From an optimization exercise on the open Yosys and OpenROAD flow, aimed at small area, a short achievable clock period and few clock cycles per item; shortcuts taken in it are not production practice. At most, simulation tests tie the RTL to the original design; equivalence was not proved. No functional check of the RTL was part of runs 1 and 2. Power and IR drop assume default switching activity.

==> flow/design.v <==
module multicycle_processor #(
    parameter int                DATA_W   = 32,
    parameter int                NUM_REGS = 16,
    parameter int                ADDR_W   = 32,
    parameter logic [ADDR_W-1:0] RESET_PC = '0
) (
    input  logic                   clk,
    input  logic                   reset,
    output logic                   imem_req,
    output logic [ADDR_W-1:0]      imem_addr,
    input  logic                   imem_ack,
    input  logic [31:0]            imem_rdata,
    output logic                   dmem_req,
    output logic                   dmem_we,
    output logic [ADDR_W-1:0]      dmem_addr,
    output logic [DATA_W-1:0]      dmem_wdata,
    input  logic                   dmem_ack,
    input  logic [DATA_W-1:0]      dmem_rdata,
    output logic                   retire,
    output logic                   halted
);
    typedef logic [DATA_W-1:0] word_t;
    logic              run_q;                  
    logic [ADDR_W-1:0] fa_q, fa_d;             
    logic              retire_q, retire_d;
    logic              halted_q, halted_d;
    logic              z_q, z_d, n_q, n_d;
    logic              ev_q, ev_d;
    logic [31:0]       ir_q, ir_d;
    logic [3:0]        ra_q, ra_d;             
    logic [3:0]        rb_q, rb_d;             
    logic              pred_q, pred_d;         
    logic [ADDR_W-1:0] alt_q, alt_d;           
    logic              xv_q, xv_d;
    logic              xalu_q, xld_q, xst_q, xwen_q;
    logic [1:0]        xarg_q;
    logic [3:0]        xwi_q;
    word_t             xa_q, xa_d, xb_q, xb_d;
    word_t             regs_q [16];
    logic [15:0]       rv_q;
    word_t  sum, alu_res, x_val;
    logic   z_alu, n_alu, x_mem, x_done, x_free, x_wr;
    always_comb begin
        sum = xa_q + (xarg_q[0] ? ~xb_q : xb_q) + word_t'(xarg_q[0]);
        unique case (xarg_q)
            2'b00, 2'b01: alu_res = sum;
            2'b10:        alu_res = xa_q & xb_q;
            default:      alu_res = xa_q | xb_q;
        endcase
        unique case (xarg_q)
            2'b00:   z_alu = ((xa_q ^ xb_q) == {(xa_q[DATA_W-2:0] | xb_q[DATA_W-2:0]), 1'b0});
            2'b01:   z_alu = (xa_q == xb_q);
            2'b10:   z_alu = ((xa_q & xb_q) == '0);
            default: z_alu = ((xa_q | xb_q) == '0);
        endcase
        n_alu = alu_res[DATA_W-1];
        x_mem  = xld_q || xst_q;
        x_done = !x_mem || dmem_ack;
        x_free = !xv_q || x_done;
        x_wr   = xv_q && x_done && xwen_q;
        x_val  = xalu_q ? alu_res : (xld_q ? dmem_rdata : xa_q);
    end
    logic [1:0]  e_op, e_arg;
    logic [3:0]  e_f;
    logic        e_alu, e_jmp, e_halt, e_limm, e_ld, e_st;
    word_t       rA_raw, rB_raw, rA, rB_sh, imm_w;
    logic        fwdA, fwdB, stall_sh, zf, nf, taken, redirect, e_go, e_free;
    logic        fetch_free, accept, halt_go;
    logic [ADDR_W-1:0] target, raddr, fa_inc;
    assign e_op   = ir_q[31:30];
    assign e_arg  = ir_q[29:28];
    assign e_f    = ir_q[27:24];
    assign e_alu  = (e_op == 2'b11);
    assign e_jmp  = (e_op == 2'b10);
    assign e_halt = (e_op == 2'b01);
    assign e_limm = (e_op == 2'b00) && (e_arg == 2'b01);
    assign e_ld   = (e_op == 2'b00) && (e_arg == 2'b00);
    assign e_st   = (e_op == 2'b00) && (e_arg == 2'b10);
    assign imm_w  = DATA_W'(ir_q[23:0]);
    always_comb begin
        rA_raw = '0;
        rB_raw = '0;
        for (int i = 0; i < 16; i++) begin
            if (ra_q == 4'(i) && rv_q[i]) rA_raw = rA_raw | regs_q[i];
            if (rb_q == 4'(i) && rv_q[i]) rB_raw = rB_raw | regs_q[i];
        end
        fwdA     = xv_q && xwen_q && (xwi_q == ra_q);
        fwdB     = xv_q && xwen_q && (xwi_q == rb_q);
        rA       = fwdA ? x_val : rA_raw;
        rB_sh    = rB_raw << (e_alu ? e_f : 4'd0);
        stall_sh = fwdB && e_alu && (e_f != 4'd0);
        xa_d     = e_limm ? imm_w : rA;
        xb_d     = fwdB ? x_val : rB_sh;
        zf = (xv_q && xalu_q) ? z_alu : z_q;
        nf = (xv_q && xalu_q) ? n_alu : n_q;
        unique case (e_arg)
            2'b00:   taken = 1'b1;
            2'b01:   taken = zf;
            2'b10:   taken = ~zf;
            default: taken = nf;
        endcase
        target   = e_f[0] ? ADDR_W'(ir_q[23:0]) : ADDR_W'(rA);
        redirect = e_jmp && (taken != pred_q);
        raddr    = pred_q ? alt_q : target;
        fetch_free = !imem_req || imem_ack;
        e_go    = ev_q && !e_halt && x_free && !stall_sh && (!e_jmp || fetch_free);
        halt_go = ev_q && e_halt && x_free;
        e_free  = !ev_q || e_go;
        accept  = imem_req && imem_ack && e_free && !(e_go && redirect);
        fa_inc  = fa_q + ADDR_W'(1);
    end
    always_comb begin
        fa_d     = fa_q;
        ev_d     = ev_q;
        ir_d     = ir_q;
        ra_d     = ra_q;
        rb_d     = rb_q;
        pred_d   = pred_q;
        alt_d    = alt_q;
        xv_d     = xv_q;
        halted_d = halted_q || halt_go;
        retire_d = xv_q && x_done;
        z_d      = z_q;
        n_d      = n_q;
        if (xv_q && xalu_q) begin
            z_d = z_alu;
            n_d = n_alu;
        end
        if (e_go && redirect) begin
            fa_d = raddr;
            ev_d = 1'b0;
        end else if (accept) begin
            ev_d = 1'b1;
            if (imem_rdata[31:30] == 2'b10 && imem_rdata[24] && imem_rdata[29:28] != 2'b11) begin
                fa_d   = ADDR_W'(imem_rdata[23:0]);
                pred_d = 1'b1;
            end else begin
                fa_d   = fa_inc;
                pred_d = 1'b0;
            end
        end else if (e_go || halt_go) begin
            ev_d = 1'b0;
        end
        if (imem_ack && e_free) begin
            ir_d  = imem_rdata;
            ra_d  = (imem_rdata[31:30] == 2'b11) ? imem_rdata[11:8] : imem_rdata[19:16];
            rb_d  = (imem_rdata[31:30] == 2'b11) ? imem_rdata[3:0]  : imem_rdata[27:24];
            alt_d = fa_inc;
        end
        if (e_go)        xv_d = 1'b1;
        else if (x_done) xv_d = 1'b0;
    end
    always_ff @(posedge clk) begin
        if (e_go) begin
            xalu_q <= e_alu;
            xld_q  <= e_ld;
            xst_q  <= e_st;
            xwen_q <= e_alu || e_ld || e_limm || (e_op == 2'b00 && e_arg == 2'b11);
            xwi_q  <= e_alu ? ir_q[19:16] : e_f;
            xarg_q <= e_arg;
            xa_q   <= xa_d;
            xb_q   <= xb_d;
        end
        for (int i = 0; i < 16; i++)
            if (x_wr && xwi_q == 4'(i)) regs_q[i] <= x_val;
    end
    always_ff @(posedge clk or negedge reset) begin
        if (!reset) begin
            run_q    <= 1'b0;
            fa_q     <= RESET_PC;
            retire_q <= 1'b0;
            halted_q <= 1'b0;
            z_q      <= 1'b0;
            n_q      <= 1'b0;
            ev_q     <= 1'b0;
            ir_q     <= '0;
            ra_q     <= '0;
            rb_q     <= '0;
            pred_q   <= 1'b0;
            alt_q    <= '0;
            xv_q     <= 1'b0;
            rv_q     <= '0;
        end else begin
            run_q    <= 1'b1;
            fa_q     <= fa_d;
            retire_q <= retire_d;
            halted_q <= halted_d;
            z_q      <= z_d;
            n_q      <= n_d;
            ev_q     <= ev_d;
            ir_q     <= ir_d;
            ra_q     <= ra_d;
            rb_q     <= rb_d;
            pred_q   <= pred_d;
            alt_q    <= alt_d;
            xv_q     <= xv_d;
            if (x_wr) rv_q[xwi_q] <= 1'b1;
        end
    end
    assign imem_req   = run_q && !halted_q && !(ev_q && e_halt);
    assign imem_addr  = fa_q;
    assign dmem_req   = xv_q && x_mem;
    assign dmem_we    = xst_q;
    assign dmem_addr  = ADDR_W'(xa_q);
    assign dmem_wdata = xb_q;
    assign retire     = retire_q;
    assign halted     = halted_q;
endmodule
==> flow/run.sh <==
#!/bin/bash
# synth_recipe.tcl (not shown) runs the flow's synth.tcl, then flattens the netlist and writes it again
# the make line also repeats each setting of config.mk as NAME=value (left out here)
make -C /OpenROAD-flow-scripts/flow DESIGN_CONFIG=/design/flow/config.mk WORK_HOME=/design/flow/orfs CLKGATE_MAP_FILE= SYNTH_SCRIPT=/design/flow/synth_recipe.tcl finish
==> flow/config.mk <==
export PLATFORM = sky130hd
export DESIGN_NAME = multicycle_processor
export DESIGN_NICKNAME = multicycle_processor
export VERILOG_FILES = /design/flow/design.v
export SDC_FILE = /design/flow/constraint.sdc
export NUM_CORES = 4
export LEC_CHECK = 0
export ABC_CLOCK_PERIOD_IN_PS = 3500
export CAP_MARGIN = 20
export CORE_MARGIN = 2
export CORE_UTILIZATION = 35
export SETUP_SLACK_MARGIN = 5
export SLEW_MARGIN = 20
==> flow/constraint.sdc <==
create_clock -name core_clock -period 9.0 [get_ports {clk}]
set_input_delay 1.8000 -clock core_clock [delete_from_list [all_inputs] [get_ports {clk}]]
set_output_delay 1.8000 -clock core_clock [all_outputs]
set_load 0.01 [all_outputs]
==> impl_metrics.json, run 1 <==
{
  "status": "complete, no violations",
  "grt.met1_usage_pct": 38.4,
  "seq_area_frac_synth_pct": 52.4,
  "crit_slowest_cell": "and4_2",
  "path_clk_slew_ns": 0.06,
  "rr_worst_depth": 8,
  "drc": 0,
  "post-dp-hpwl_mm": 113,
  "dp_cells": 5298,
  "period_minus_slack_ns": 4.16,
  "max_freq_mhz": 240,
  "ios": 169,
  "min_to": "alt_q[0]",
  "grt_antenna_before_repair": 13,
  "rr_startpoint": "rv_q[12]",
  "slowest_delay_ns": 0.72,
  "grt_setup_unrepaired": "true",
  "cts-root-buf": "clkbuf_16",
  "layout-drive-gt1-share_pct": 14.2,
  "ir_drop_mv": 0.177,
  "cts_tree": "built",
  "synth_fp_nets": 3977,
  "cap_violations": 0,
  "use_met3_pct": 9.81,
  "maxSlewHeadroom_pct": 27.3,
  "grt_start_max_net_pins": 92,
  "avgRoutedWirePerCell_um": 33.9,
  "synth_cell_types": 91,
  "synth_ff_type": "edfxtp_1",
  "fin_util_pct": 42.4,
  "ys_ff_latch": 714,
  "grt_use_total_pct": 30.9,
  "path_cells": "buf_4 > and4_2 > buf_4 > a22oi_1 > nand3_1 > nor3_1 > a221o_2 > o21ai_0",
  "syn-mean-instance-area_um2": 10.4,
  "syn_area_um2": 39700,
  "port_buffers": 168,
  "tns_ns": 0,
  "core_um2": 112000,
  "gp_congestion": 0.982,
  "numClockSinks": 714,
  "async_flop_share_pct": 17.9,
  "routed_via_density": 6.60,
  "vias": 36500,
  "rr_endpoint": "xa_q[6]",
  "powerDensity_nw_per_um2": 311,
  "ant_nets": 0,
  "grt_pass1_wl_mm": 257,
  "grt-busiest-layer": "met2",
  "postCtsHoldBufs": 0,
  "startpoint_type": "register",
  "finalHoldViolCount": 0,
  "pre_cts_slack_ns": 3.71,
  "p_leak_nw": 17.6,
  "die_y_um": 341,
  "setup_viol": 0,
  "fin_area_um2": 47700,
  "clockBufferDepth": 3,
  "clk_latency_ns": 0.70,
  "area_growth_pct": 20.0,
  "worstSetupPathType": "reg2reg",
  "synth_warnings": 2,
  "nNetsFinal": 4136,
  "instances_no_fill": 5529,
  "drt_wl_total_mm": 188,
  "use_met2_pct": 46.5,
  "cp_common_cell": "buf_4",
  "r2r_slack_ns": 4.84,
  "power_mw": 14.8,
  "start_util_pct": 35.3,
  "dieArea_um2": 116000,
  "cp.required_ns": 9.35,
  "hold_slack_ns": 0.524,
  "numCtsBuffers": 79,
  "layout_setup_ws_ns": 4.84,
  "tightest_slew_ns": 1.09,
  "min_path_cells": 2,
  "h-tree-depth": 3,
  "dpl_cell_area_um2": 43500,
  "min_from": "alt_q[0]",
  "synth_edf_count": 586,
  "first_global_vias": 34100,
  "crit_path_max_fanout": 34,
  "fin_crit_sh_pct": 46.3,
  "std_cell_rows": 123,
  "skew_ns": 0.0478,
  "grt-ovfl-total": 0,
  "arrival_ns": 4.51,
  "syn_inst": 3808,
  "critPathCaptureType": "register",
  "dr.pass1.iters": 7,
  "dieWidth_um": 341,
  "drt-initial-drc-count": 6479,
  "min_path_type": "reg2reg",
  "drv_slew": 0
}
power breakdown:
group | switching (mW) | internal, mW | leakage, nW
combinational | 4.50 | 2.20 | 9.53
sequential | 0.541 | 4.39 | 6.86
clock | 1.42 | 1.76 | 1.20
worst max path at each step:
stage,startpoint,endpoint,slack (ns),depth (start not counted)
final,rv_q[12],xa_q[6],4.84,8
after global routing,xarg_q[0],xb_q[28],4.87,13
after CTS,xarg_q[0],xb_q[28],4.86,11
after detailed placement,xarg_q[0],xb_q[28],3.71,11
after global placement,xarg_q[0],regs_q[12][24],3.79,13
after floorplan,dmem_ack,regs_q[7][0],4.22,4
metal layers:
layer | up-vias | routed length, µm
li1 | 14900 | -
met4 | 16 | 14500
met5 | - | 140
met3 | 820 | 26100
met1 | 17600 | 66000
met2 | 3168 | 80800
flip-flops by register name, summed over array words and instances (netlist names), 16 cells and up:
register  cells
alt_q        32
fa_q         32
ir_q         32
regs_q      512
rv_q         16
xa_q         32
xb_q         32
layout by cell type (no fill, tap or decap), types with 25 or more instances in the layout:
master / n
xor2_1: 63
dfrtp_1: 125
a21oi_1: 132
nor2_1: 163
xnor2_1: 41
and3_1: 61
ha_1: 81
nor3_1: 25
inv_1: 107
nor4_1: 58
o21ai_0: 112
clkbuf_16: 84
edfxtp_1: 586
nand3_1: 552
mux2_2: 43
nand2_1: 298
clkdlybuf4s50_1: 167
a22oi_1: 232
buf_4: 189
clkbuf_1: 26
mux2i_1: 145
nand4_1: 163
area by class of cell:
class                      count  area (µm²)
inverter                     110         420
sequential                   714       20800
timing repair buffer         383        3580
clock inverter                32         335
multi-input combinational   2679       18500
clock buffer                 108        2130
antenna                        3        7.51
fill                       10600       64800
tap                         1500        1880
synth_stat cells, types with 21 or more instances:
| cell | number | area share (%) |
|---|---|---|
| mux2i_1 | 151 | 3.8 |
| buf_1 | 32 | 0.30 |
| nor3_1 | 35 | 0.44 |
| nand3_1 | 554 | 7.0 |
| inv_1 | 109 | 1.0 |
| ha_1 | 100 | 3.2 |
| nand2_1 | 301 | 2.8 |
| dfrtp_1 | 128 | 8.1 |
| nand4_1 | 163 | 2.6 |
| and2_1 | 32 | 0.50 |
| a211oi_1 | 29 | 0.55 |
| buf_2 | 38 | 0.48 |
| a22oi_1 | 232 | 4.4 |
| nor4_1 | 84 | 1.3 |
| a21o_1 | 21 | 0.40 |
| nor2_1 | 170 | 1.6 |
| a31oi_1 | 24 | 0.38 |
| and3_1 | 66 | 1.0 |
| xnor2_1 | 42 | 0.93 |
| o21ai_0 | 124 | 1.6 |
| edfxtp_1 | 586 | 44 |
| xor2_1 | 70 | 1.5 |
| o22ai_1 | 24 | 0.38 |
| mux2_2 | 43 | 1.2 |
| a21oi_1 | 142 | 1.8 |
| clkbuf_1 | 231 | 2.2 |
cell families (layout without fill, tap and decap cells):
logic type / count (synthesis) / in the layout / synth area share [%]
buf+inv: 416 / 633 / 4.10
other cells: 1 / 4 / 0.00945
flops: 714 / 714 / 52.4
xor+xnor: 112 / 112 / 2.47
compound gates: 746 / 747 / 12.8
fa+ha+maj: 101 / 101 / 3.20
mux: 204 / 204 / 5.42
simple gates: 1514 / 1514 / 19.6
critical path: cells and delay by family, from the launching register on:
kind,cells,cell delay (ns)
AOI/OAI and AO/OA,3,1.35
buffers and inverters,2,1.22
DFF,1,0.32
and+or+nand+nor,3,0.92
repair_timing:
action                     4_1_cts  5_1_grt
setup endpoints to repair      428      209
buffers inserted                40       40
gates cloned                     2        6
gates resized for setup         88       86
pin swaps                       26       30
==> run 2, diff against run 1 <==
--- a/flow/config.mk
+++ b/flow/config.mk
@@ -11,3 +11,4 @@
 export CORE_UTILIZATION = 35
 export SETUP_SLACK_MARGIN = 5
 export SLEW_MARGIN = 20
+export TNS_END_PERCENT = 10
==> impl_metrics.json, run 2 <==
{
  "status": "complete, no violations",
  "fillers": 10600,
  "synth_warnings": 2,
  "dieArea_um2": 116000,
  "synth_cell_types": 91,
  "grt-ovfl-total": 0,
  "regMostFlops": "regs_q",
  "worstSetupPathType": "reg2reg",
  "cp.required_ns": 9.44,
  "synth_area_leaders": "edfxtp_1, dfrtp_1, nand3_1, a22oi_1, mux2i_1",
  "synth_edf_count": 586,
  "tightest_slew_ns": 1.12,
  "post-dp-hpwl_mm": 118,
  "drt-initial-drc-count": 6121,
  "routed_via_density": 6.58,
  "clockBufferDepth": 3,
  "grt_start_max_net_pins": 107,
  "pre_cts_slack_ns": 3.70,
  "startpoint_type": "register",
  "r2r_slack_ns": 4.59,
  "synth_fp_nets": 3977,
  "period_minus_slack_ns": 4.41,
  "start_util_pct": 35.3,
  "layout_setup_ws_ns": 4.59,
  "numClockSinks": 714,
  "syn_area_um2": 39700,
  "first_global_vias": 35000,
  "h-tree-depth": 3,
  "avgRoutedWirePerCell_um": 34.0,
  "slowest_delay_ns": 0.82,
  "drv_slew": 0,
  "cap_violations": 0,
  "numCtsBuffers": 79,
  "powerDensity_nw_per_um2": 312,
  "max_freq_mhz": 227,
  "min_path_type": "reg2reg",
  "cts_tree": "built",
  "cp_common_cell": "nand2_1",
  "dieWidth_um": 341,
  "postCtsHoldBufs": 0,
  "synth.largest_area_cell": "edfxtp_1",
  "layout_common_cells": "edfxtp_1, nand3_1, nand2_1, a22oi_1, buf_4",
  "path_cells": "and4b_1 > and2_1 > buf_4 > a22o_1 > a221oi_1 > and4_1 > nand2_1 > nand2_1 > o21ai_1",
  "maxSlewHeadroom_pct": 24.9,
  "crit_path_max_fanout": 19,
  "async_flop_share_pct": 17.9,
  "clk_latency_ns": 0.71,
  "fin_crit_sh_pct": 49.0,
  "skew_ns": 0.0786,
  "ys_ff_latch": 714,
  "layout-drive-gt1-share_pct": 14.0,
  "synth.top_cell.area_share_pct": 44.3,
  "grt_use_total_pct": 31.3,
  "nNetsFinal": 4133,
  "crit_slowest_cell": "dfrtp_1",
  "drt_wl_total_mm": 188,
  "gp_congestion": 0.974,
  "ant_nets": 0,
  "vias": 36400,
  "grt_pass1_wl_mm": 261,
  "final_common_cell": "edfxtp_1",
  "arrival_ns": 4.85,
  "port_buffers": 168,
  "ir_drop_mv": 0.154,
  "grt_antenna_before_repair": 11,
  "core_um2": 112000,
  "drc": 0,
  "synth_ff_type": "edfxtp_1",
  "yosysMostFrequentCell": "edfxtp_1",
  "p_leak_nw": 17.6,
  "cts-root-buf": "clkbuf_16",
  "largest_reg_flops": 512,
  "synth_commonest_cells": "edfxtp_1, nand3_1, nand2_1",
  "std_cell_rows": 123,
  "seq_area_frac_synth_pct": 52.4,
  "path_clk_slew_ns": 0.07,
  "tns_ns": 0,
  "syn-mean-instance-area_um2": 10.4,
  "die_y_um": 341,
  "setup_viol": 0,
  "syn_inst": 3808,
  "area_growth_pct": 19.7,
  "dr.pass1.iters": 8,
  "finalHoldViolCount": 0,
  "grt_setup_unrepaired": "true",
  "critPathCaptureType": "register",
  "ios": 169
}
run 2: changes by cell type in the layout (fill, tap and decap cells not counted), moves of 5 or more:
| cell | delta |
|---|---|
| clkbuf_1 | -22 |
| clkinv_1 | +9 |
| nor4_4 | -8 |
| clkinv_2 | +7 |
| xor2_1 | +7 |
| dfrtp_1 | -6 |
| dfrtp_2 | +6 |
| ha_1 | +6 |
| nor4_1 | +6 |
| xor2_2 | -6 |
| buf_12 | -5 |
| ha_4 | -5 |
run 2: stage by stage:
step | std cells | total power, mW | cell area, µm² | hold WS (ns) | util (%)
2_1_floorplan | 3808 | 7.99 | 39900 | 0.423 | -
3_3_place_gp | 5318 | 10.7 | 43500 | 0.479 | 38.7
3_5_place_dp | 5319 | 10.8 | 43600 | 0.483 | 38.7
4_1_cts | 5516 | 14.4 | 47200 | 0.497 | 41.9
5_1_grt | 5529 | 15.2 | 47500 | 0.516 | 42.2
6_report | 5532 | 14.8 | 47500 | 0.495 | 42.2
run 2: logic make-up after synthesis:
family,synth area share [%]
AOI/OAI and AO/OA,12.8
xor gates and xnor gates,2.47
adders and majority gates,3.20
buffers and inverters,4.10
DFF,52.4
muxes,5.42
other,0.00945
and+or+nand+nor,19.6
run 2: what timing repair did:
| action | in CTS | in global routing |
|---|---|---|
| pin swaps | 29 | 10 |
| cloned | 7 | 1 |
| gates resized for setup | 91 | 41 |
| buffers inserted | 45 | 9 |
| endpoints found under the setup margin | 325 | 179 |
run 2: power by group:
part | internal [mW] | switching (mW) | total [mW]
combinational | 2.14 | 4.43 | 6.57
sequential | 4.39 | 0.574 | 4.97
clock | 1.80 | 1.50 | 3.30
total | 8.34 | 6.50 | 14.8
run 2: per-layer routing:
| layer | vias to the layer above | global-route usage (%) | share of wire (%) |
|---|---|---|---|
| met4 | 8 | 21.3 | 8.2 |
| met1 | 17400 | 37.5 | 35 |
| met3 | 888 | 10.6 | 14 |
| li1 | 14900 | - | - |
| met2 | 3179 | 47.5 | 43 |
| met5 | - | 0 | 0.028 |
run 2: critical path, delay by kind of cell, from the launching register on:
kind | cells | cell delay (ns)
compound gates | 3 | 0.71
buf+inv | 1 | 0.58
flops | 1 | 0.82
simple gates | 5 | 2.02
run 2: area by class of cell:
| cell class | instances | area (µm²) | area share [%] |
|---|---|---|---|
| diodes | 4 | 10.0 | 0.0211 |
| flip-flops and latches | 714 | 20800 | 43.8 |
| inverters | 110 | 415 | 0.874 |
| multi-input cells | 2678 | 18200 | 38.3 |
| clock buffers | 85 | 2020 | 4.25 |
| repair buffers | 381 | 3580 | 7.54 |
| clock inverters | 60 | 581 | 1.22 |
| well taps | 1500 | 1880 | 3.95 |
run 2: path summary, 6_finish.rpt:
| kind | start | endpoint | cells past startpoint |
|---|---|---|---|
| setup / recovery | ra_q[2] | xa_q[7] | 9 |
| hold / removal | halted_q | halted_q | 1 |
| setup reg to reg | ra_q[2] | xa_q[7] | 9 |
| hold reg to reg | halted_q | halted_q | 1 |
| max in group asynchronous | reset | ir_q[29] | 2 |
| min in group asynchronous | reset | alt_q[2] | 1 |
==> run 3, diff against run 2 <==
--- a/flow/design.v
+++ b/flow/design.v
@@ -29,6 +29,8 @@
     logic [31:0]       ir_q, ir_d;
     logic [3:0]        ra_q, ra_d;             
     logic [3:0]        rb_q, rb_d;             
+    logic [15:0]       sa_q, sb_q;             
+    logic [15:0]       rv_n;
     logic              pred_q, pred_d;         
     logic [ADDR_W-1:0] alt_q, alt_d;           
     logic              xv_q, xv_d;
@@ -81,14 +83,15 @@
         rA_raw = '0;
         rB_raw = '0;
         for (int i = 0; i < 16; i++) begin
-            if (ra_q == 4'(i) && rv_q[i]) rA_raw = rA_raw | regs_q[i];
-            if (rb_q == 4'(i) && rv_q[i]) rB_raw = rB_raw | regs_q[i];
+            if (sa_q[i]) rA_raw = rA_raw | regs_q[i];
+            if (sb_q[i]) rB_raw = rB_raw | regs_q[i];
         end
         fwdA     = xv_q && xwen_q && (xwi_q == ra_q);
         fwdB     = xv_q && xwen_q && (xwi_q == rb_q);
         rA       = fwdA ? x_val : rA_raw;
         rB_sh    = rB_raw << (e_alu ? e_f : 4'd0);
-        stall_sh = fwdB && e_alu && (e_f != 4'd0);
+        stall_sh = (fwdB && e_alu && (e_f != 4'd0)) ||
+                   (fwdA && xalu_q && e_jmp && !e_f[0] && !pred_q);
         xa_d     = e_limm ? imm_w : rA;
         xb_d     = fwdB ? x_val : rB_sh;
         zf = (xv_q && xalu_q) ? z_alu : z_q;
@@ -99,7 +102,8 @@
             2'b10:   taken = ~zf;
             default: taken = nf;
         endcase
-        target   = e_f[0] ? ADDR_W'(ir_q[23:0]) : ADDR_W'(rA);
+        target   = e_f[0] ? ADDR_W'(ir_q[23:0]) :
+                   ADDR_W'(fwdA ? (xld_q ? dmem_rdata : xa_q) : rA_raw);
         redirect = e_jmp && (taken != pred_q);
         raddr    = pred_q ? alt_q : target;
         fetch_free = !imem_req || imem_ack;
@@ -134,6 +138,10 @@
             if (imem_rdata[31:30] == 2'b10 && imem_rdata[24] && imem_rdata[29:28] != 2'b11) begin
                 fa_d   = ADDR_W'(imem_rdata[23:0]);
                 pred_d = 1'b1;
+            end else if (imem_rdata[31:30] == 2'b10 && imem_rdata[29:28] != 2'b11 &&
+                         ev_q && e_limm && imem_rdata[19:16] == e_f) begin
+                fa_d   = ADDR_W'(ir_q[23:0]);
+                pred_d = 1'b1;
             end else begin
                 fa_d   = fa_inc;
                 pred_d = 1'b0;
@@ -147,8 +155,21 @@
             rb_d  = (imem_rdata[31:30] == 2'b11) ? imem_rdata[3:0]  : imem_rdata[27:24];
             alt_d = fa_inc;
         end
+        rv_n = rv_q;
+        if (x_wr) rv_n[xwi_q] = 1'b1;
         if (e_go)        xv_d = 1'b1;
         else if (x_done) xv_d = 1'b0;
+    end
+    always_ff @(posedge clk) begin
+        ir_q   <= ir_d;
+        ra_q   <= ra_d;
+        rb_q   <= rb_d;
+        pred_q <= pred_d;
+        alt_q  <= alt_d;
+        for (int i = 0; i < 16; i++) begin
+            sa_q[i] <= (ra_d == 4'(i)) && rv_n[i];
+            sb_q[i] <= (rb_d == 4'(i)) && rv_n[i];
+        end
     end
     always_ff @(posedge clk) begin
         if (e_go) begin
@@ -173,11 +194,6 @@
             z_q      <= 1'b0;
             n_q      <= 1'b0;
             ev_q     <= 1'b0;
-            ir_q     <= '0;
-            ra_q     <= '0;
-            rb_q     <= '0;
-            pred_q   <= 1'b0;
-            alt_q    <= '0;
             xv_q     <= 1'b0;
             rv_q     <= '0;
         end else begin
@@ -188,11 +204,6 @@
             z_q      <= z_d;
             n_q      <= n_d;
             ev_q     <= ev_d;
-            ir_q     <= ir_d;
-            ra_q     <= ra_d;
-            rb_q     <= rb_d;
-            pred_q   <= pred_d;
-            alt_q    <= alt_d;
             xv_q     <= xv_d;
             if (x_wr) rv_q[xwi_q] <= 1'b1;
         end
--- a/flow/config.mk
+++ b/flow/config.mk
@@ -9,6 +9,7 @@
 export CAP_MARGIN = 20
 export CORE_MARGIN = 2
 export CORE_UTILIZATION = 35
+export CTS_CLUSTER_DIAMETER = 60
+export CTS_CLUSTER_SIZE = 24
 export SETUP_SLACK_MARGIN = 5
 export SLEW_MARGIN = 20
-export TNS_END_PERCENT = 10
==> impl_metrics.json, run 3 <==
{
  "status": "complete, no violations",
  "synth_fp_nets": 3552,
  "grt_start_max_net_pins": 69,
  "postCtsHoldBufs": 0,
  "grt-ovfl-total": 0,
  "grt-busiest-layer": "met2",
  "fillers": 10200,
  "crit_path_max_fanout": 8,
  "cts-root-buf": "clkbuf_16",
  "syn-mean-instance-area_um2": 11.4,
  "drt-initial-drc-count": 4772,
  "ys_ff_latch": 746,
  "fin_crit_sh_pct": 45.5,
  "numCtsBuffers": 59,
  "grt_antenna_before_repair": 3,
  "synth_edf_count": 651,
  "tightest_slew_ns": 1.20,
  "grt_pass1_wl_mm": 222,
  "largest_reg_flops": 512,
  "arrival_ns": 4.48,
  "seq_area_frac_synth_pct": 56.5,
  "start_util_pct": 35.3,
  "worstSetupPathType": "reg2reg",
  "maxSlewHeadroom_pct": 19.5,
  "period_minus_slack_ns": 4.10,
  "dpl_cell_area_um2": 41900,
  "avgRoutedWirePerCell_um": 32.0,
  "syn_inst": 3383,
  "synth_commonest_cells": "edfxtp_1, nand2_1, a22oi_1",
  "syn_area_um2": 38500,
  "clockBufferDepth": 3,
  "rr_worst_depth": 15,
  "die_y_um": 336,
  "fin_util_pct": 41.5,
  "min_path_cells": 2,
  "area_growth_pct": 17.7,
  "drv_slew": 0,
  "max_freq_mhz": 244,
  "critPathCaptureType": "register",
  "finalHoldViolCount": 0,
  "grt.met1_usage_pct": 34.2,
  "p_leak_nw": 16.0,
  "regMostFlops": "regs_q",
  "port_buffers": 168,
  "synth.top_cell.area_share_pct": 50.8,
  "powerDensity_nw_per_um2": 266,
  "yosysMostFrequentCell": "edfxtp_1",
  "clk_latency_ns": 0.69,
  "hold_slack_ns": 0.472,
  "std_cell_rows": 121,
  "startpoint_type": "register",
  "nNetsFinal": 3721,
  "synth_ff_type": "edfxtp_1",
  "path_clk_slew_ns": 0.09,
  "layout-drive-gt1-share_pct": 11.3,
  "drc": 0,
  "core_um2": 109000,
  "grt_setup_unrepaired": "true",
  "final_common_cell": "edfxtp_1",
  "synth.largest_area_cell": "edfxtp_1",
  "vias": 32000,
  "tns_ns": 0,
  "cap_violations": 0,
  "dr.pass1.iters": 9,
  "routed_via_density": 6.38,
  "drt_wl_total_mm": 160,
  "skew_ns": 0.0552,
  "synth_cell_types": 74,
  "synth_warnings": 2,
  "min_path_type": "reg2reg",
  "first_global_vias": 30500,
  "synth_area_leaders": "edfxtp_1, a22oi_1, dfrtp_1, ha_1, mux2i_1",
  "post-dp-hpwl_mm": 95.7,
  "use_met2_pct": 43.3,
  "h-tree-depth": 2,
  "use_met3_pct": 6.55,
  "fin_area_um2": 45300,
  "async_flop_share_pct": 7.37,
  "ir_drop_mv": 0.176,
  "gp_congestion": 1.01,
  "grt_use_total_pct": 27.3,
  "dieArea_um2": 113000,
  "setup_viol": 0,
  "layout_common_cells": "edfxtp_1, nand2_1, a22oi_1, nor2_1, o21ai_0",
  "dieWidth_um": 336,
  "ant_nets": 0,
  "cts_tree": "built",
  "cp.required_ns": 9.39,
  "numClockSinks": 746,
  "ios": 169
}
[run 3: cell families after synthesis]
family / count (synthesis) / synth area share [%]
multiplexers: 138 / 3.75
buffers and inverters: 344 / 3.50
adder cells (fa/ha/maj): 101 / 3.30
AO/OA/AOI/OAI: 1072 / 19.6
XOR/XNOR: 125 / 2.85
other: 1 / 0.00975
AND/OR/NAND/NOR: 856 / 10.6
flip-flops: 746 / 56.5
[run 3: what timing repair did]
action,4_1_cts,5_1_grt
endpoints found under the hold margin,0,0
pin swaps,6,28
setup endpoints to repair,317,271
cloned,6,7
resized for setup,43,72
setup buffers,10,41
[run 3: stage by stage]
stage               setup WS, ns  cells  power (mW)
floorplan                   4.99   3383        7.03
finish                      4.90   5014        12.0
detailed placement          3.47   4840        8.70
global route                4.88   5012        12.5
CTS                         4.85   4963        11.7
global placement            3.50   4840        8.68
[run 3: worst paths after layout]
path,end,start,slack [ns]
max,pred_q,xarg_q[0],4.90
min,rv_q[13],rv_q[13],0.47
max reg2reg,pred_q,xarg_q[0],4.90
min reg2reg,rv_q[13],rv_q[13],0.47
max in group asynchronous,rv_q[1],reset,7.15
min in group asynchronous,fa_q[7],reset,1.28
[run 3: layer usage]
| metal | wire, µm | vias to the layer above |
|---|---|---|
| met5 | 12 | - |
| met3 | 19200 | 516 |
| met1 | 58400 | 15600 |
| li1 | - | 13500 |
| met2 | 72400 | 2390 |
| met4 | 10400 | 2 |
[run 3: layout make-up]
class | count | area [µm²] | share of cell area [%]
diodes | 2 | 5.00 | 0.0111
clock buffers | 65 | 1540 | 3.40
inverters | 128 | 488 | 1.08
clock inverters | 42 | 586 | 1.29
multi-input cells | 2294 | 16000 | 35.2
flip-flops and latches | 746 | 21800 | 48.1
well taps | 1414 | 1770 | 3.91
repair buffers | 322 | 3160 | 6.99
repair inverters | 1 | 7.51 | 0.0166
[run 3: power breakdown]
part	internal, mW	total [mW]	leakage, nW	switching, mW
clock	1.35	2.86	1.02	1.51
sequential	4.40	4.77	6.96	0.367
combinational	1.61	4.41	8.05	2.81
total	7.36	12.0	16.0	4.68
[run 3: worst max-delay path, stage by stage (launching register included)]
cell	delay, ns
edfxtp_1	0.49
buf_6	0.18
clkbuf_16	0.15
xor2_1	0.16
ha_1	0.36
nand2_1	0.08
o211ai_1	0.32
a41o_1	0.35
o21ai_4	0.12
o21a_4	0.24
o211ai_4	0.35
a21oi_4	0.11
a31oi_4	0.31
buf_12	0.17
mux2_4	0.30
nor2_1	0.10
Testbench counts of run 3, summed over its fixed seeds: cycles 77,176, instructions 72,675.
==> run 4, diff against run 3 <==
--- a/flow/config.mk
+++ b/flow/config.mk
@@ -9,7 +9,6 @@
 export CAP_MARGIN = 20
 export CORE_MARGIN = 2
 export CORE_UTILIZATION = 35
-export CTS_CLUSTER_DIAMETER = 60
-export CTS_CLUSTER_SIZE = 24
+export CTS_BUF_LIST = sky130_fd_sc_hd__clkbuf_8
 export SETUP_SLACK_MARGIN = 5
 export SLEW_MARGIN = 20
==> impl_metrics.json, run 4 <==
{
  "skew_ns": 0.0905,
  "synth_warnings": 2,
  "start_util_pct": 35.3,
  "postCtsHoldBufs": 0,
  "powerDensity_nw_per_um2": 267,
  "cp.required_ns": 9.50,
  "pre_cts_slack_ns": 3.47,
  "clkPwrFrac_pct": 24.9,
  "routed_via_density": 6.33,
  "drv_slew": 0,
  "seq_area_frac_synth_pct": 56.5,
  "rr_startpoint": "xa_q[26]",
  "grt-ovfl-total": 0,
  "min_path_type": "reg2reg",
  "std_cell_rows": 121,
  "regMostFlops": "regs_q",
  "critPathCaptureType": "register",
  "post-dp-hpwl_mm": 95.7,
  "setup_viol": 0,
  "multi_input_area_um2": 15800,
  "core_um2": 109000,
  "startpoint_type": "register",
  "power.internal_mw": 7.48,
  "worstSetupPathType": "reg2reg",
  "final_common_cell": "edfxtp_1",
  "r2r_slack_ns": 4.98,
  "max_freq_mhz": 248,
  "drt-initial-drc-count": 4748,
  "grt_use_total_pct": 27.5,
  "grt_antenna_before_repair": 6,
  "dieWidth_um": 336,
  "fin_util_pct": 41.4,
  "rr_endpoint": "pred_q",
  "power_mw": 12.0,
  "port_buffers": 168,
  "cts-root-buf": "clkbuf_8",
  "syn_inst": 3383,
  "power.share.switching_pct": 37.9,
  "synth.top_cell.area_share_pct": 50.8,
  "maxSlewHeadroom_pct": 18.6,
  "min_from": "rv_q[13]",
  "layout_common_cells": "edfxtp_1, nand2_1, a22oi_1, o21ai_0, nor2_1",
  "fillers": 10300,
  "tightest_slew_ns": 1.21,
  "synth_fp_nets": 3552,
  "dieArea_um2": 113000,
  "finalHoldViolCount": 0,
  "period_minus_slack_ns": 4.02,
  "min_to": "rv_q[13]",
  "first_global_vias": 31100,
  "fin_crit_sh_pct": 44.7,
  "p_leak_nw": 16.2,
  "rr_worst_depth": 13,
  "path_clk_slew_ns": 0.07,
  "ir_drop_mv": 0.135,
  "synth_commonest_cells": "edfxtp_1, nand2_1, a22oi_1",
  "ys_ff_latch": 746,
  "clk_latency_ns": 0.80,
  "h-tree-depth": 3,
  "synth_ff_type": "edfxtp_1",
  "nNetsFinal": 3756,
  "syn_area_um2": 38500,
  "cts_tree": "built",
  "synth_cell_types": 74,
  "drc": 0,
  "numClockSinks": 746,
  "final-seq-area_um2": 21800,
  "layout-drive-gt1-share_pct": 11.6,
  "crit_path_max_fanout": 9,
  "grt_pass1_wl_mm": 224,
  "synth_area_leaders": "edfxtp_1, a22oi_1, dfrtp_1, ha_1, mux2i_1",
  "dr.pass1.iters": 8,
  "arrival_ns": 4.52,
  "area_growth_pct": 17.3,
  "ant_nets": 0,
  "drt_wl_total_mm": 161,
  "syn-mean-instance-area_um2": 11.4,
  "tns_ns": 0,
  "gp_congestion": 1.01,
  "async_flop_share_pct": 7.37,
  "seq_power_share_pct": 39.6,
  "status": "complete, no violations",
  "vias": 32300,
  "ios": 169,
  "numCtsBuffers": 117,
  "grt_start_max_net_pins": 69,
  "power_switching_mw": 4.56,
  "largest_reg_flops": 512,
  "min_path_cells": 2,
  "synth_edf_count": 651,
  "cap_violations": 0,
  "avgRoutedWirePerCell_um": 31.5,
  "grt_setup_unrepaired": "true",
  "clockBufferDepth": 3,
  "p_comb_share_pct": 35.5,
  "synth.largest_area_cell": "edfxtp_1",
  "yosysMostFrequentCell": "edfxtp_1",
  "layout_setup_ws_ns": 4.98,
  "die_y_um": 336
}
-- run 4: logic make-up (layout without fill, tap and decap cells) --
kind of cell             Yosys count  count (layout)  synth area share (%)
AO/OA/AOI/OAI                   1072            1073                  19.6
flip-flops                       746             746                  56.5
XOR/XNOR                         125             125                  2.85
adder cells (fa/ha/maj)          101             101                  3.30
other                              1               5               0.00975
multiplexers                     138             138                  3.75
AND/OR/NAND/NOR                  856             856                  10.6
buffers and inverters            344             647                  3.50
-- run 4: what timing repair did --
item | CTS | global route
buffers inserted | 9 | 23
cloned | 5 | 5
endpoints found under the hold margin | 0 | 0
gates resized for setup | 43 | 32
setup endpoints to repair | 309 | 265
pin swaps | 4 | 9
-- run 4: cell type report --
cell class / instances / area share [%]
clock inverters: 96 / 1.53
diodes: 4 / 0.0222
flip-flops and latches: 746 / 48.2
repair buffers: 299 / 6.45
clock buffers: 123 / 3.75
well taps: 1414 / 3.92
repair inverters: 1 / 0.0166
multi-input cells: 2294 / 35.0
inverters: 128 / 1.08
-- run 4: worst max-delay path by stage --
stage / startpoint / to / slack, ns / cells after the start
finish: xa_q[26] / pred_q / 4.98 / 13
global route: xarg_q[0] / pred_q / 4.90 / 15
CTS: xa_q[26] / pred_q / 4.81 / 13
detailed placement: xarg_q[0] / pred_q / 3.47 / 15
global placement: xarg_q[0] / pred_q / 3.50 / 15
floorplan: dmem_ack / sb_q[0] / 4.99 / 11
-- run 4: per-stage QoR --
stage	cells	hold slack, ns	area (µm²)
global placement	4840	0.446	41900
global route	5103	0.508	45100
CTS	5073	0.472	44700
floorplan	3383	0.421	38500
detailed placement	4840	0.450	41900
finish	5105	0.473	45100
-- run 4: layer usage --
metal / up-vias / global-route usage, % / routed length, µm
met5: - / 0 / 12
met4: 2 / 16.1 / 10300
met3: 549 / 6.92 / 18400
met2: 2313 / 43.5 / 72800
met1: 15900 / 34.1 / 59100
li1: 13600 / - / -
-- run 4: critical path, stage by stage, from the launching register on --
cell and delay (ns):
edfxtp_1 0.48, inv_1 0.08, ha_1 0.34, nor4b_1 0.62, nand4_1 0.17, nor4_1 0.27, nand4_1 0.12, nand4_1 0.13
o221ai_1 0.27, mux2i_2 0.52, a31oi_4 0.12, buf_12 0.21, mux2_4 0.30, nor2_1 0.10
-- run 4: power by group through the flow --
stage / sequential, mW / clock (mW) / combinational [mW]
floorplan: 4.71 / 0 / 2.32
CTS: 4.76 / 3.02 / 4.03
global placement: 4.83 / 0 / 3.85
detailed placement: 4.83 / 0 / 3.87
finish: 4.77 / 2.99 / 4.27
global route: 4.79 / 3.16 / 4.53
==> run 5, diff against run 4 <==
--- a/flow/config.mk
+++ b/flow/config.mk
@@ -5,10 +5,10 @@
 export SDC_FILE = /design/flow/constraint.sdc
 export NUM_CORES = 4
 export LEC_CHECK = 0
+export ABC_AREA = 1
 export ABC_CLOCK_PERIOD_IN_PS = 3500
 export CAP_MARGIN = 20
 export CORE_MARGIN = 2
 export CORE_UTILIZATION = 35
-export CTS_BUF_LIST = sky130_fd_sc_hd__clkbuf_8
 export SETUP_SLACK_MARGIN = 5
 export SLEW_MARGIN = 20
==> impl_metrics.json, run 5 <==
{
  "die_y_um": 340,
  "path_clk_slew_ns": 0.06,
  "setup_viol": 0,
  "layout_common_cells": "nand2_1, edfxtp_1, inv_1, nand3_1, o21ai_0",
  "grt_setup_unrepaired": "true",
  "postCtsHoldBufs": 0,
  "area_growth_pct": 17.6,
  "min_from": "rv_q[1]",
  "ir_drop_mv": 0.146,
  "routed_via_density": 5.85,
  "worstSetupPathType": "reg2reg",
  "tns_ns": 0,
  "final_common_cell": "nand2_1",
  "synth_fp_nets": 4465,
  "cp_common_cell": "o21ai_0",
  "synth.largest_area_cell": "edfxtp_1",
  "grt-ovfl-total": 0,
  "grt_pass1_wl_mm": 233,
  "status": "complete, no violations",
  "ios": 169,
  "startpoint_type": "register",
  "async_flop_share_pct": 7.37,
  "synth.area.mux_share_pct": 0.0285,
  "grt_antenna_before_repair": 7,
  "seq_area_frac_synth_pct": 55.0,
  "powerDensity_nw_per_um2": 216,
  "grt_use_total_pct": 27.6,
  "gp_congestion": 0.965,
  "startpoint": "sa_q[13]",
  "syn_inst": 4296,
  "numClockSinks": 746,
  "drv_slew": 0,
  "synth_cell_types": 61,
  "drt_wl_total_mm": 166,
  "core_um2": 112000,
  "grt_start_max_net_pins": 75,
  "synth_commonest_cells": "nand2_1, edfxtp_1, inv_1",
  "tightest_slew_ns": 1.28,
  "start_util_pct": 35.2,
  "std_cell_rows": 123,
  "synth_edf_count": 651,
  "r2r_slack_ns": 4.96,
  "first_global_vias": 33100,
  "ant_nets": 0,
  "cts-root-buf": "clkbuf_16",
  "port_buffers": 168,
  "vias": 35300,
  "post-dp-hpwl_mm": 109,
  "critPathCaptureType": "register",
  "clk_latency_ns": 0.68,
  "cp.required_ns": 9.55,
  "synth_area_leaders": "edfxtp_1, nand2_1, nand3_1, inv_1, o21ai_0",
  "avgRoutedWirePerCell_um": 27.5,
  "synth_xor_area_share_pct": 1.88,
  "yosysMostFrequentCell": "nand2_1",
  "synthAdderAreaFrac_pct": 3.22,
  "h-tree-depth": 3,
  "syn-mean-instance-area_um2": 9.19,
  "p_leak_nw": 17.8,
  "drt-initial-drc-count": 5029,
  "crit_slowest_cell": "o31ai_1",
  "synth.top_cell.area_share_pct": 49.5,
  "drc": 0,
  "synth_top_family_by_area": "simple AND/OR/NAND/NOR gates",
  "cap_violations": 0,
  "synth_warnings": 2,
  "pre_cts_slack_ns": 4.16,
  "arrival_ns": 4.58,
  "nNetsFinal": 4635,
  "largest_reg_flops": 512,
  "layout-drive-gt1-share_pct": 7.85,
  "layout_setup_ws_ns": 4.96,
  "maxSlewHeadroom_pct": 13.9,
  "dieArea_um2": 116000,
  "synth_compound_area_share_pct": 12.7,
  "dieWidth_um": 340,
  "numCtsBuffers": 83,
  "min_path_type": "reg2reg",
  "cts_tree": "built",
  "skew_ns": 0.0540,
  "crit_path_max_fanout": 18,
  "synth_ff_type": "edfxtp_1",
  "finalHoldViolCount": 0,
  "fin_crit_sh_pct": 44.8,
  "period_minus_slack_ns": 4.04,
  "syn_area_um2": 39500,
  "rr_startpoint": "sa_q[13]",
  "clockBufferDepth": 3,
  "slowest_delay_ns": 0.93,
  "max_freq_mhz": 248,
  "dr.pass1.iters": 8,
  "yosys.area_share.simple_pct": 21.1,
  "path_cells": "buf_4 > inv_1 > o21ai_0 > a221oi_1 > o21ai_0 > o31ai_1 > nand3_1 > o21ai_0 > o21ai_0 > nand2_1 > nand3_1",
  "ys_ff_latch": 746,
  "regMostFlops": "regs_q"
}
## run 5: changes by cell type after synthesis, sizes merged, moves of 33 or more
cell    before   now
nor3        52    85
xnor2       57    20
o21ai      209   295
o22ai       11    50
nand2      265  1165
mux2i      124     0
nand3      104   337
a22o       139    28
a221oi     136   102
inv        128   416
a22oi      245     2
## run 5: path summary, 6_finish.rpt
kind / to / cells after the start
min in group asynchronous: fa_q[21] / 2
worst min register to register: rv_q[1] / 2
worst max-delay path: fa_q[18] / 11
max in group asynchronous: rv_q[13] / 2
worst min-delay path: rv_q[1] / 2
worst max register to register: fa_q[18] / 11
## run 5: worst max-delay path: cells and delay by family, from the launching register on
family	cells	cell delay [ns]
buffers and inverters	2	1.02
AO/OA/AOI/OAI	6	1.95
AND/OR/NAND/NOR	3	0.64
flip-flops	1	0.30
## run 5: what timing repair did
action / in CTS / in global routing
pin swaps: 2 / 3
cloned: 0 / 4
gates resized for setup: 15 / 23
endpoints found under the setup margin: 209 / 191
setup buffers: 3 / 10
## run 5: layer usage
metal	vias to the layer above	share of wire, %	track usage [%]
met5	-	0.0072	0
met4	2	5.4	13.4
met3	464	11	5.64
met2	2327	45	43.8
met1	17100	38	36.1
li1	15400	-	-
## run 5: where the power goes
group          internal (mW)  leakage (nW)  switching, mW
logic                  0.680          9.38           1.45
registers               4.03          6.94          0.177
clock network           2.20          1.46           1.50
## run 5: logic make-up after synthesis
| kind of cell | count (synthesis) |
|---|---|
| compound gates | 788 |
| mux | 1 |
| fa+ha+maj | 101 |
| buf+inv | 615 |
| flops | 746 |
| simple gates | 1959 |
| xor+xnor | 85 |
| other cells | 1 |
## run 5: area by class of cell
class / count / area [µm²]
diodes: 1 / 2.50
clock buffers: 106 / 2310
clock inverters: 50 / 662
fillers: 10900 / 65800
inverters: 419 / 1600
multi-input cells: 2936 / 15600
flip-flops and latches: 746 / 21700
well taps: 1500 / 1880
repair buffers: 280 / 2660
## run 5: per-stage QoR
stage,hold WS [ns],power [mW],instances,instance area (µm²),util [%]
after global routing,0.490,10.3,6037,46400,41.4
final,0.460,10.0,6038,46400,41.4
after detailed placement,0.444,6.31,5864,43100,38.4
after floorplan,0.426,5.33,4296,39500,-
after CTS,0.459,9.98,6023,46200,41.1
after global placement,0.440,6.30,5864,43100,38.4
==> run 6, diff against run 5 <==
--- a/flow/config.mk
+++ b/flow/config.mk
@@ -5,7 +5,6 @@
 export SDC_FILE = /design/flow/constraint.sdc
 export NUM_CORES = 4
 export LEC_CHECK = 0
-export ABC_AREA = 1
 export ABC_CLOCK_PERIOD_IN_PS = 3500
 export CAP_MARGIN = 20
 export CORE_MARGIN = 2
==> impl_metrics.json, run 6 <==
{
  "worstSetupPathType": "reg2reg",
  "synth_fp_nets": 3552,
  "synth_compound_area_share_pct": 19.6,
  "synth.area.mux_share_pct": 3.75,
  "wl_met2_mm": 72.4,
  "grt_use_total_pct": 27.4,
  "ant_nets": 0,
  "synth_ff_type": "edfxtp_1",
  "p_leak_nw": 16.1,
  "period_minus_slack_ns": 4.05,
  "critPathCaptureType": "register",
  "syn_inst": 3383,
  "synth.largest_area_cell": "edfxtp_1",
  "path_clk_slew_ns": 0.06,
  "drc": 0,
  "synth_warnings": 2,
  "postCtsHoldBufs": 0,
  "avgRoutedWirePerCell_um": 31.9,
  "grt_antenna_before_repair": 2,
  "maxSlewHeadroom_pct": 21.5,
  "syn-mean-instance-area_um2": 11.4,
  "seq_area_frac_synth_pct": 56.5,
  "arrival_ns": 4.41,
  "status": "complete, no violations",
  "final_common_cell": "edfxtp_1",
  "layout_common_cells": "edfxtp_1, nand2_1, a22oi_1, o21ai_0, nor2_1",
  "synth_area_leaders": "edfxtp_1, a22oi_1, dfrtp_1, ha_1, mux2i_1",
  "std_cell_rows": 121,
  "ir_drop_mv": 0.150,
  "largest_reg_flops": 512,
  "start_util_pct": 35.3,
  "gp_congestion": 1.01,
  "drt-initial-drc-count": 4786,
  "setup_viol": 0,
  "dr.pass1.iters": 6,
  "fin_util_pct": 41.7,
  "die_y_um": 336,
  "synth_edf_count": 651,
  "crit_slowest_cell": "edfxtp_1",
  "synth_commonest_cells": "edfxtp_1, nand2_1, a22oi_1",
  "crit_path_max_fanout": 23,
  "drv_slew": 0,
  "dieWidth_um": 336,
  "max_freq_mhz": 247,
  "met1_length_mm": 58.6,
  "cap_violations": 0,
  "startpoint_type": "register",
  "tns_ns": 0,
  "drt_wl_total_mm": 160,
  "cts-root-buf": "clkbuf_16",
  "regMostFlops": "regs_q",
  "port_buffers": 168,
  "ys_ff_latch": 746,
  "path_cells": "buf_12 > buf_16 > xor2_2 > ha_4 > and4_1 > a211o_1 > a2111oi_4 > o32a_2 > o21a_2 > o211ai_4 > a21oi_4 > a31oi_4 > buf_12 > mux2_4 > nor2_1",
  "clk_latency_ns": 0.67,
  "post-dp-hpwl_mm": 95.7,
  "pre_cts_slack_ns": 3.47,
  "synth_top_family_by_area": "compound AO/OA/AOI/OAI gates",
  "cts_tree": "built",
  "clockBufferDepth": 3,
  "area_growth_pct": 18.1,
  "yosys.area_share.simple_pct": 10.6,
  "min_path_type": "reg2reg",
  "synth_xor_area_share_pct": 2.85,
  "hold_slack_ns": 0.464,
  "h-tree-depth": 3,
  "yosysMostFrequentCell": "edfxtp_1",
  "synth_cell_types": 74,
  "core_um2": 109000,
  "top_layer": "met4",
  "fin_crit_sh_pct": 45.0,
  "layout-drive-gt1-share_pct": 10.8,
  "grt_start_max_net_pins": 69,
  "cp_common_cell": "buf_12",
  "async_flop_share_pct": 7.37,
  "vias": 32200,
  "ios": 169,
  "finalHoldViolCount": 0,
  "grt_pass1_wl_mm": 223,
  "routed_via_density": 6.40,
  "dieArea_um2": 113000,
  "grt-ovfl-total": 0,
  "first_global_vias": 30700,
  "slowest_delay_ns": 0.46,
  "layout_setup_ws_ns": 4.95,
  "grt_setup_unrepaired": "true",
  "synthAdderAreaFrac_pct": 3.30,
  "routed-wl-met3_mm": 18.6,
  "syn_area_um2": 38500,
  "numClockSinks": 746,
  "numCtsBuffers": 79,
  "cp.required_ns": 9.36,
  "skew_ns": 0.0647,
  "synth.top_cell.area_share_pct": 50.8,
  "nNetsFinal": 3718,
  "powerDensity_nw_per_um2": 274,
  "tightest_slew_ns": 1.16
}
run 6: cell types whose count changed after synthesis, sizes merged, moves of 32 or more:
cell / before / now
nand2: 1165 / 265
o22ai: 50 / 11
a22oi: 2 / 245
a221oi: 102 / 136
nor3: 85 / 52
xnor2: 20 / 57
o21ai: 295 / 209
nand3: 337 / 104
o2111ai: 37 / 5
mux2i: 0 / 124
inv: 416 / 128
a22o: 28 / 139
run 6: worst max-delay path, delay by kind of cell, from the launching register on:
family,cells,cell delay (ns)
flops,1,0.46
simple gates,2,0.31
fa+ha+maj,1,0.34
mux,1,0.31
compound gates,7,1.59
xor+xnor,1,0.20
buf+inv,3,0.55
run 6: per-stage QoR:
stage	std cells	total power [mW]	cell area, µm²
after global placement	4840	8.68	41900
final	5028	12.4	45500
after global routing	5027	12.9	45400
after detailed placement	4840	8.70	41900
after floorplan	3383	7.03	38500
after CTS	4999	12.2	44900
run 6: path summary, 6_finish.rpt:
path | start | to | slack (ns) | cells past startpoint
worst max register to register | xarg_q[0] | pred_q | 4.95 | 15
min in group asynchronous | reset | fa_q[13] | 1.30 | 2
worst min register to register | rv_q[13] | rv_q[13] | 0.46 | 2
max in group asynchronous | reset | rv_q[10] | 7.08 | 2
worst max-delay path | xarg_q[0] | pred_q | 4.95 | 15
worst min-delay path | rv_q[13] | rv_q[13] | 0.46 | 2
run 6: layer usage:
layer	track usage, %	up-vias
met3	6.67	558
met2	43.5	2365
met4	15.6	0
met5	0	-
met1	34.2	15800
li1	-	13500
run 6: power breakdown:
group / switching, mW / internal (mW) / total, mW
Combinational: 2.76 / 1.53 / 4.30
Sequential: 0.365 / 4.41 / 4.77
Clock: 1.47 / 1.90 / 3.37
run 6: timing repair:
item	CTS	global route
resized for setup	45	46
endpoints found under the setup margin	344	237
cloned	4	5
pin swaps	6	14
buffers inserted	10	23
run 6: cell families after synthesis:
family / Yosys count
AOI/OAI and AO/OA: 1072
buffers and inverters: 344
DFF: 746
other: 1
muxes: 138
xor gates and xnor gates: 125
and+or+nand+nor: 856
adders and majority gates: 101
run 6: final cells by class:
class	instances	area (µm²)
diodes	1	2.50
inverters	128	488
clock buffers	100	2160
repair inverters	1	7.51
repair buffers	299	2900
flip-flops and latches	746	21800
fillers	10200	63600
clock inverters	45	493
well taps	1414	1770
multi-input cells	2294	15900
==> run 7, diff against run 6 <==
==> flow/flow/run.sh (new file) <==
#!/bin/bash
# The standard layout (standard.sh, all steps, the standard synthesis
# unchanged), except that the ports are buffered with the smallest buffer
# instead of the one buffer_ports picks by itself; timing repair resizes them
# where a path needs it.
set -euo pipefail
bash standard.sh "BUFFER_PORTS_ARGS=-buffer_cell sky130_fd_sc_hd__buf_1" finish > standard_flow.log 2>&1
==> flow/standard.sh (new file) <==
#!/bin/bash
# synth_recipe.tcl (not shown) runs the flow's synth.tcl, then flattens the netlist and writes it again
# the make line also repeats each setting of config.mk as NAME=value (left out here)
make -C /OpenROAD-flow-scripts/flow DESIGN_CONFIG=/design/flow/config.mk WORK_HOME=/design/flow/orfs CLKGATE_MAP_FILE= SYNTH_SCRIPT=/design/flow/synth_recipe.tcl "${@:-finish}"
removed: flow/run.sh
==> impl_metrics.json, run 7 <==
{
  "synth.top_cell.area_share_pct": 50.8,
  "synth_cell_types": 74,
  "routed_via_density": 6.38,
  "drt_wl_total_mm": 158,
  "yosysMostFrequentCell": "edfxtp_1",
  "path_clk_slew_ns": 0.06,
  "core_um2": 109000,
  "fin_crit_sh_pct": 44.2,
  "setup_viol": 0,
  "ir_drop_mv": 0.139,
  "clockBufferDepth": 3,
  "pre_cts_slack_ns": 3.60,
  "rr_worst_depth": 13,
  "synth_edf_count": 651,
  "cp.required_ns": 9.37,
  "path_cells": "inv_1 > ha_1 > nor4b_1 > nand4_1 > nor4_1 > nand4_1 > nand4_1 > o221ai_1 > mux2i_2 > a31oi_4 > buf_12 > mux2_4 > nor2_1",
  "nNetsFinal": 3696,
  "worst-path-stages": 13,
  "drt-initial-drc-count": 4943,
  "port_buffers": 168,
  "grt_pass1_wl_mm": 221,
  "dpl_cell_area_um2": 40900,
  "h-tree-depth": 3,
  "synth_warnings": 2,
  "dp_cells": 4843,
  "top_layer": "met5",
  "syn_inst": 3383,
  "first_global_vias": 30400,
  "max_freq_mhz": 251,
  "synth_commonest_cells": "edfxtp_1, nand2_1, a22oi_1",
  "status": "complete, no violations",
  "layout-drive-gt1-share_pct": 9.74,
  "area_growth_pct": 14.4,
  "rr_startpoint": "xa_q[27]",
  "crit_slowest_cell": "nor4b_1",
  "ios": 169,
  "skew_ns": 0.0571,
  "powerDensity_nw_per_um2": 275,
  "critPathCaptureType": "register",
  "ant_nets": 0,
  "syn-mean-instance-area_um2": 11.4,
  "layout_common_cells": "edfxtp_1, nand2_1, a22oi_1, o21ai_0, nor2_1",
  "fin_area_um2": 44000,
  "period_minus_slack_ns": 3.98,
  "fin_util_pct": 40.4,
  "cp_common_cell": "nand4_1",
  "layout_setup_ws_ns": 5.02,
  "avgRoutedWirePerCell_um": 31.6,
  "drv_slew": 0,
  "startpoint": "xa_q[27]",
  "ys_ff_latch": 746,
  "dieArea_um2": 113000,
  "routed-wl-met3_mm": 18.9,
  "numCtsBuffers": 80,
  "numClockSinks": 746,
  "clk_latency_ns": 0.68,
  "final_common_cell": "edfxtp_1",
  "seq_area_frac_synth_pct": 56.5,
  "tightest_slew_ns": 1.17,
  "grt_start_max_net_pins": 69,
  "grt-ovfl-total": 0,
  "instances_no_fill": 5011,
  "crit_path_max_fanout": 6,
  "postCtsHoldBufs": 0,
  "async_flop_share_pct": 7.37,
  "synth_fp_nets": 3552,
  "met1_length_mm": 57.7,
  "syn_area_um2": 38500,
  "gp_congestion": 0.952,
  "crit_family": "simple AND/OR/NAND/NOR gates",
  "dieWidth_um": 336,
  "start_util_pct": 35.3,
  "cap_violations": 0,
  "grt_antenna_before_repair": 4,
  "arrival_ns": 4.36,
  "p_leak_nw": 15.5,
  "grt_setup_unrepaired": "true",
  "slowest_delay_ns": 0.59,
  "std_cell_rows": 121,
  "worstSetupPathType": "reg2reg",
  "tns_ns": 0,
  "synth.largest_area_cell": "edfxtp_1",
  "critPathBufInv": 2,
  "synth_area_leaders": "edfxtp_1, a22oi_1, dfrtp_1, ha_1, mux2i_1",
  "die_y_um": 336,
  "endpoint": "pred_q",
  "post-dp-hpwl_mm": 96.5,
  "synth_ff_type": "edfxtp_1",
  "maxSlewHeadroom_pct": 21.9,
  "min_path_type": "reg2reg",
  "cts_tree": "built",
  "largest_reg_flops": 512,
  "regMostFlops": "regs_q",
  "startpoint_type": "register",
  "dr.pass1.iters": 6,
  "grt_use_total_pct": 27.2,
  "drc": 0,
  "rr_endpoint": "pred_q",
  "finalHoldViolCount": 0,
  "wl_met2_mm": 72.7,
  "vias": 32000,
  "cts-root-buf": "clkbuf_16",
  "r2r_slack_ns": 5.02
}
==> run 7: cell counts after synthesis <==
Identical to the previous run, type by type.
==> run 7: tightest hold or removal path: stages (launching register included) <==
cell	delay, ns
dfrtp_1	0.32
a21oi_1	0.06
inv_1	0.05
==> run 7: where the power goes <==
group          switching, mW  internal [mW]  leakage (nW)
logic                   2.72           1.33          7.28
registers              0.367           4.41          6.96
clock network           1.44           1.85          1.25
==> run 7: cell type report <==
| class | count | area, µm² |
|---|---|---|
| Inverter | 128 | 484 |
| Clock inverter | 41 | 433 |
| Timing Repair Buffer | 276 | 1610 |
| Multi-Input combinational cell | 2295 | 15800 |
| Fill cell | 10400 | 65000 |
| Sequential cell | 746 | 21800 |
| Tap cell | 1414 | 1770 |
| Antenna cell | 5 | 12.5 |
| Clock buffer | 106 | 2160 |
==> run 7: routing by layer <==
metal,vias up,track usage [%]
li1,13500,-
met1,15700,33.6
met2,2328,43.8
met3,483,6.96
met4,4,14.1
met5,-,0
==> run 7: cells by family (layout without fill, tap and decap cells) <==
kind of cell / after synthesis / in the layout / synth area share [%]
other cells: 1 / 6 / 0.00975
xor+xnor: 125 / 125 / 2.85
fa+ha+maj: 101 / 101 / 3.30
buf+inv: 344 / 551 / 3.50
compound gates: 1072 / 1073 / 19.6
flops: 746 / 746 / 56.5
mux: 138 / 138 / 3.75
simple gates: 856 / 857 / 10.6
==> run 7: what timing repair did <==
action / 4_1_cts / 5_1_grt
setup buffers: 7 / 5
cloned: 3 / 1
hold endpoints to repair: 0 / 0
resized for setup: 33 / 32
setup endpoints to repair: 413 / 156
pin swaps: 4 / 11
==> run 7: worst min path at each step <==
stage                         from  depth (start not counted)  slack, ns        end
after floorplan           ir_q[28]                          0       0.42  xarg_q[0]
after global placement     rv_q[9]                          2       0.43    rv_q[9]
after detailed placement  rv_q[11]                          2       0.44   rv_q[11]
after CTS                 rv_q[11]                          2       0.45   rv_q[11]
after global routing      rv_q[12]                          2       0.47   rv_q[12]
final                     rv_q[12]                          2       0.46   rv_q[12]
==> run 7: per-stage QoR <==
stage	power, mW	hold slack, ns
floorplan	7.03	0.421
global placement	8.53	0.435
detailed placement	8.55	0.440
CTS	11.9	0.455
global route	12.6	0.472
finish	12.1	0.457
==> run 8, diff against run 7 <==
==> flow/flow/run.sh (replaced) <==
#!/bin/bash
# The standard layout (standard.sh, all steps, the standard synthesis
# unchanged), except: the ports are buffered with the smallest buffer instead
# of the one buffer_ports picks by itself (timing repair resizes them where a
# path needs it), and timing repair aims at a setup slack of 5.5 ns.
set -euo pipefail
bash standard.sh "BUFFER_PORTS_ARGS=-buffer_cell sky130_fd_sc_hd__buf_1" SETUP_SLACK_MARGIN=5.5 finish > standard_flow.log 2>&1
--- a/flow/config.mk
+++ b/flow/config.mk
@@ -9,5 +9,4 @@
 export CAP_MARGIN = 20
 export CORE_MARGIN = 2
 export CORE_UTILIZATION = 35
-export SETUP_SLACK_MARGIN = 5
 export SLEW_MARGIN = 20
==> impl_metrics.json, run 8 <==
{
  "layout_common_cells": "edfxtp_1, nand2_1, a22oi_1, nor2_1, buf_1",
  "clkPwrFrac_pct": 26.5,
  "status": "complete, no violations",
  "tns_ns": 0,
  "synth_area_leaders": "edfxtp_1, a22oi_1, dfrtp_1, ha_1, mux2i_1",
  "syn_area_um2": 38500,
  "synth_ff_type": "edfxtp_1",
  "skew_ns": 0.0453,
  "syn-mean-instance-area_um2": 11.4,
  "die_y_um": 336,
  "routed_via_density": 6.44,
  "power_switching_mw": 4.97,
  "synth.largest_area_cell": "edfxtp_1",
  "fin_area_um2": 46600,
  "path_cells": "inv_1 > ha_1 > nor4b_1 > nand4_1 > nor4_1 > nand4_1 > nand4_1 > o221ai_1 > mux2i_4 > a31oi_4 > buf_12 > mux2_4 > nor2_2",
  "h-tree-depth": 3,
  "postCtsHoldBufs": 0,
  "hold_slack_ns": 0.452,
  "crit_slowest_cell": "edfxtp_1",
  "ios": 169,
  "powerDensity_nw_per_um2": 285,
  "cp.required_ns": 9.39,
  "max_freq_mhz": 254,
  "yosysMostFrequentCell": "edfxtp_1",
  "rr_worst_depth": 13,
  "worst-path-stages": 13,
  "cts_tree": "built",
  "vias": 32800,
  "dr.pass1.iters": 6,
  "worstSetupPathType": "reg2reg",
  "core_um2": 109000,
  "syn_inst": 3383,
  "clockBufferDepth": 3,
  "dieArea_um2": 113000,
  "instances_no_fill": 5099,
  "maxSlewHeadroom_pct": 31.8,
  "period_minus_slack_ns": 3.94,
  "grt_setup_unrepaired": "true",
  "nNetsFinal": 3786,
  "path_clk_slew_ns": 0.07,
  "fillers": 10100,
  "dpl_cell_area_um2": 41200,
  "drt-initial-drc-count": 4997,
  "post-dp-hpwl_mm": 94.2,
  "endpoint": "pred_q",
  "synth_warnings": 2,
  "crit_family": "simple AND/OR/NAND/NOR gates",
  "drt_wl_total_mm": 163,
  "cts-root-buf": "clkbuf_16",
  "grt_antenna_before_repair": 3,
  "tightest_slew_ns": 1.02,
  "grt_pass1_wl_mm": 225,
  "rr_endpoint": "pred_q",
  "layout-drive-gt1-share_pct": 16.1,
  "p_comb_share_pct": 37.6,
  "synth_fp_nets": 3552,
  "power_mw": 13.3,
  "drv_slew": 0,
  "first_global_vias": 31500,
  "numClockSinks": 746,
  "regMostFlops": "regs_q",
  "ir_drop_mv": 0.159,
  "startpoint_type": "register",
  "clk_latency_ns": 0.68,
  "avgRoutedWirePerCell_um": 31.9,
  "synth_commonest_cells": "edfxtp_1, nand2_1, a22oi_1",
  "cp_common_cell": "nand4_1",
  "grt-ovfl-total": 0,
  "critPathCaptureType": "register",
  "grt_start_max_net_pins": 68,
  "gp_congestion": 0.986
}
[run 8: through the flow]
stage | util [%] | setup WS, ns
after global placement | 37.7 | 3.64
after global routing | 42.7 | 5.00
final | 42.7 | 5.06
after CTS | 41.8 | 5.16
after detailed placement | 37.8 | 3.63
after floorplan | - | 5.18
[run 8: worst min-delay path by stage]
| stage | startpoint | endpoint | slack (ns) | cells after the start |
|---|---|---|---|---|
| 2_1_floorplan | ir_q[28] | xarg_q[0] | 0.42 | 0 |
| 3_3_place_gp | rv_q[2] | rv_q[2] | 0.44 | 2 |
| 3_5_place_dp | rv_q[3] | rv_q[3] | 0.44 | 2 |
| 4_1_cts | rv_q[3] | rv_q[3] | 0.46 | 2 |
| 5_1_grt | rv_q[3] | rv_q[3] | 0.46 | 2 |
| 6_report | rv_q[3] | rv_q[3] | 0.45 | 2 |
[run 8: metal layers]
layer,GRT usage (%),vias up,routed length [µm]
met4,16.9,2,11300
met1,33.6,16100,57700
li1,-,13700,-
met5,0,-,17
met3,7.43,587,20000
met2,44.1,2531,73500
[run 8: what timing repair did]
item / CTS / global route
pin swaps: 44 / 61
buffers inserted: 66 / 33
cloned: 15 / 4
endpoints found under the hold margin: 0 / 0
resized for setup: 149 / 142
setup endpoints to repair: 455 / 540
[run 8: cell families (layout without fill, tap and decap cells)]
logic type / after synthesis / after routing / synth area share (%)
AOI/OAI and AO/OA: 1072 / 1075 / 19.6
xor gates and xnor gates: 125 / 125 / 2.85
adders and majority gates: 101 / 101 / 3.30
buffers and inverters: 344 / 639 / 3.50
DFF: 746 / 746 / 56.5
muxes: 138 / 138 / 3.75
other: 1 / 4 / 0.00975
and+or+nand+nor: 856 / 857 / 10.6
[run 8: cell type report]
type,instances,area share [%]
tap,1414,3.80
sequential,746,46.8
timing repair inverter,3,0.0457
clock buffer,98,4.67
antenna,3,0.0161
clock inverter,50,1.31
multi-input combinational,2297,36.3
timing repair buffer,360,6.07
inverter,128,1.06
[run 8: worst reg2reg max path: cells and delay by family, from the launching register on]
family                   cells  cell delay [ns]
AO/OA/AOI/OAI                2             0.63
AND/OR/NAND/NOR              6             1.19
multiplexers                 2             0.68
buffers and inverters        2             0.23
flip-flops                   1             0.54
adder cells (fa/ha/maj)      1             0.40
[run 8: power by group through the flow]
| stage | clock network (mW) | registers [mW] | logic [mW] |
|---|---|---|---|
| after floorplan | 0 | 4.71 | 2.47 |
| after global placement | 0 | 4.81 | 3.81 |
| after detailed placement | 0 | 4.82 | 3.83 |
| after CTS | 3.52 | 4.74 | 4.43 |
| after global routing | 3.66 | 4.78 | 5.23 |
| final | 3.51 | 4.76 | 4.99 |

Re-timed with assumed drivers on the ports (clkbuf_16 on the clock, buf_2 on other inputs), run 8 has 5.056 ns of setup slack against 5.056 ns with ideal ports, and 4.562 ns once port delays also move by the mid clock arrival of 0.742 ns.
